From an optimization exercise on the open Yosys and OpenROAD flow, aimed at a short achievable clock period and few clock cycles; shortcuts taken in it are not production practice. In this exercise RTL edits were held to simulation tests only and were not proved equivalent to the original. Power and IR drop assume default switching activity.

==> inputs of run M <==
## gpu_top
module gpu_top (
  input  logic                      clk,
  input  logic                      rst_n,
  input  logic                      imem_we,
  input  gpu_pkg::pc_t              imem_addr,
  input  gpu_pkg::instr_t           imem_wdata,
  input  logic                      start,
  input  logic [gpu_pkg::PC_W:0]    instr_count,
  output logic                      busy,
  output logic                      done,
  input  logic                      host_we,
  input  logic                      host_re,
  input  gpu_pkg::row_t             host_addr,
  input  gpu_pkg::lane_row_t        host_wdata,
  output logic                      host_ready,
  output gpu_pkg::lane_row_t        host_rdata,
  output logic                      host_rvalid
);
Settings: LEC_CHECK=0, CAP_MARGIN=20, CORE_MARGIN=2, CORE_UTILIZATION=30, SETUP_SLACK_MARGIN=5, SLEW_MARGIN=20, TNS_END_PERCENT=10; clock period 10.0 ns.
run.sh (not shown) runs the stock make flow with config.mk's settings and CLKGATE_MAP_FILE= SYNTH_SCRIPT=/design/flow/synth_recipe.tcl, a recipe that flattens the netlist after the stock synthesis.
==> inputs of run P, as changes to run M <==
--- a/flow/config.mk
+++ b/flow/config.mk
@@ -9,5 +9,5 @@
 export CORE_MARGIN = 2
-export CORE_UTILIZATION = 30
-export SETUP_SLACK_MARGIN = 5
+export CORE_UTILIZATION = 28
+export SETUP_SLACK_MARGIN = 4
 export SLEW_MARGIN = 20
-export TNS_END_PERCENT = 10
+export TNS_END_PERCENT = 20
==> comparison <==
- Run M finished with capacitance limit, slew limit left. Run P went through all stages and came out clean.
- Between run P and run M, the lower die area is in run M (gap 7.1%, measured against run M).
- In run M the total power is higher than in run P, by about 0.9%.
- Via count: run P is lower than run M (about 1.4%).
- Between run P and run M, the lower worst hold slack is in run P (gap 0.0042 ns).
- In run M the count of clock-buffer cells in the layout is higher than in run P, by 20.
- Synthesized area is the same in run P and run M.
- In sequential cell count, run M and run P do not differ.
==> figures <==
quantity                                                                    run P                          run M
Result of the run                                no timing/DRC/antenna violations     complete, but fails checks
Reasons for failing layout checks                                               -  capacitance limit, slew limit
First element of the critical path                        i_sequencer.instr_q[14]        i_sequencer.instr_q[19]
Die width                                                                 1.11 mm                        1.07 mm
Clock slew at reported path FFs                                           0.07 ns                        0.06 ns
Pin count of the biggest net entering global routing                          160                            166
Hold wc startpoint                                    i_lanes.g_lane[0].rf[1][10]    i_lanes.g_lane[2].rf[20][5]
Reg2reg setup slack                                                       3.53 ns                        3.68 ns
Multi-input combinational cell count                                        17300                          17300
Total number of placement rows                                                405                            392
Overall power                                                             0.121 W                        0.122 W
Antenna fix cells                                                             307                            251
Area occupied by multi-input gates                                   127000 sq um                   130000 sq um
GPL Wtd Cong                                                                0.996                           1.02
Clock power frac                                                            24.8%                          23.9%
Switching part of the total                                                 40.4%                          40.5%
Testbench counts of run M, summed over its fixed seeds: cycles 38,718.
Testbench counts of run P, summed over its fixed seeds: cycles 38,718.

==> trial 84: inputs <==
gpu_top again, from the RTL that the note above started with.
Design gpu_top, start of the top module:
module gpu_top (
  input  logic                      clk,
  input  logic                      rst_n,
  input  logic                      imem_we,
  input  gpu_pkg::pc_t              imem_addr,
  input  gpu_pkg::instr_t           imem_wdata,
  input  logic                      start,
  input  logic [gpu_pkg::PC_W:0]    instr_count,
  output logic                      busy,
  output logic                      done,
  input  logic                      host_we,
  input  logic                      host_re,
  input  gpu_pkg::row_t             host_addr,
  input  gpu_pkg::lane_row_t        host_wdata,
  output logic                      host_ready,
  output gpu_pkg::lane_row_t        host_rdata,
  output logic                      host_rvalid
);
  logic exec;
  logic commit;
  gpu_pkg::opcode_t opcode;
  gpu_pkg::reg_idx_t dst;
  gpu_pkg::reg_idx_t src0;
  gpu_pkg::reg_idx_t src1;
  logic [gpu_pkg::IMMD_W-1:0] immd;
  gpu_pkg::word_t lane0_src0;
  gpu_pkg::word_t lane0_src1;
  gpu_pkg::word_t lane0_dst;
  ...
clock: 10.0 ns
lec_check: 0
cap_margin: 20
core_margin: 2
core_utilization: 28
slew_margin: 20
==> inputs of trial 88, as changes to trial 84 <==
CORE_UTILIZATION = 35   (was 28)
SETUP_SLACK_MARGIN = 5   (was default)
TNS_END_PERCENT = 20   (was default)
==> flow_summary.json <==
{
  "core_area_sq_um": 1217000,
  "met2_usage": 0.3595,
  "finalPower_mw": 118.2,
  "critical_path_arrival_ns": 9.73,
  "status": "finished clean",
  "pwr-share-clk": 0.251,
  "ir_drop_mv": 0.3316,
  "drt_first_pass_iters": 13,
  "fillCellCount": 118900
}
the above is filed under trial 84

==> flow_summary.json <==
{
  "status": "complete, but fails checks",
  "checkFailReasons": "antenna violations",
  "drtAntennaViolNets": 1,
  "met2_usage": 0.4383,
  "fillCellCount": 88080,
  "core_area_sq_um": 975100
}
the above is filed under trial 88

Testbench counts of trial 84, summed over its fixed seeds: cycles 38,718.
Testbench counts of trial 88, summed over its fixed seeds: cycles 38,718.

## static timing again, ports no longer ideal
No port has a modelled driver above. Below, the same layouts with a new extraction and two added sets of constraints. Step 1 (the two cells are an assumption about what drives the block):
set clk [get_ports {clk}]
set_driving_cell -lib_cell sky130_fd_sc_hd__clkbuf_16 $clk
set_driving_cell -lib_cell sky130_fd_sc_hd__buf_2 [delete_from_list [all_inputs] $clk]
Step 2 moves the port delays by t, midway between the first and last clock arrival at a register: inputs arrive t later, outputs are due t later. That takes back most of the time a late clock gives input paths. a / b / c = ideal ports / drivers / drivers and shift; a / b = the first two.
run | t, ns | slack for setup (ns) | hold WS [ns] | latest minus earliest clock arrival (ns) | worst register clock-pin slew, ns
run M | 1.231 | 3.681 / 3.681 / 2.955 | 0.504 / 0.504 / 0.504 | 0.172 / 0.172 | 0.07 / 0.07
run P | 1.290 | 3.532 / 3.532 / 2.747 | 0.500 / 0.500 / 0.500 | 0.245 / 0.245 | 0.08 / 0.08
trial 84 | 1.224 | 1.169 / 1.169 / 1.169 | 0.502 / 0.502 / 0.502 | 0.275 / 0.275 | 0.07 / 0.07
trial 88 | 1.306 | 3.637 / 3.637 / 3.637 | 0.504 / 0.504 / 0.504 | 0.163 / 0.162 | 0.08 / 0.08
The setup slack of run P, which loses most, moves by 0.000 ns with the drivers and by -0.785 ns with both steps.
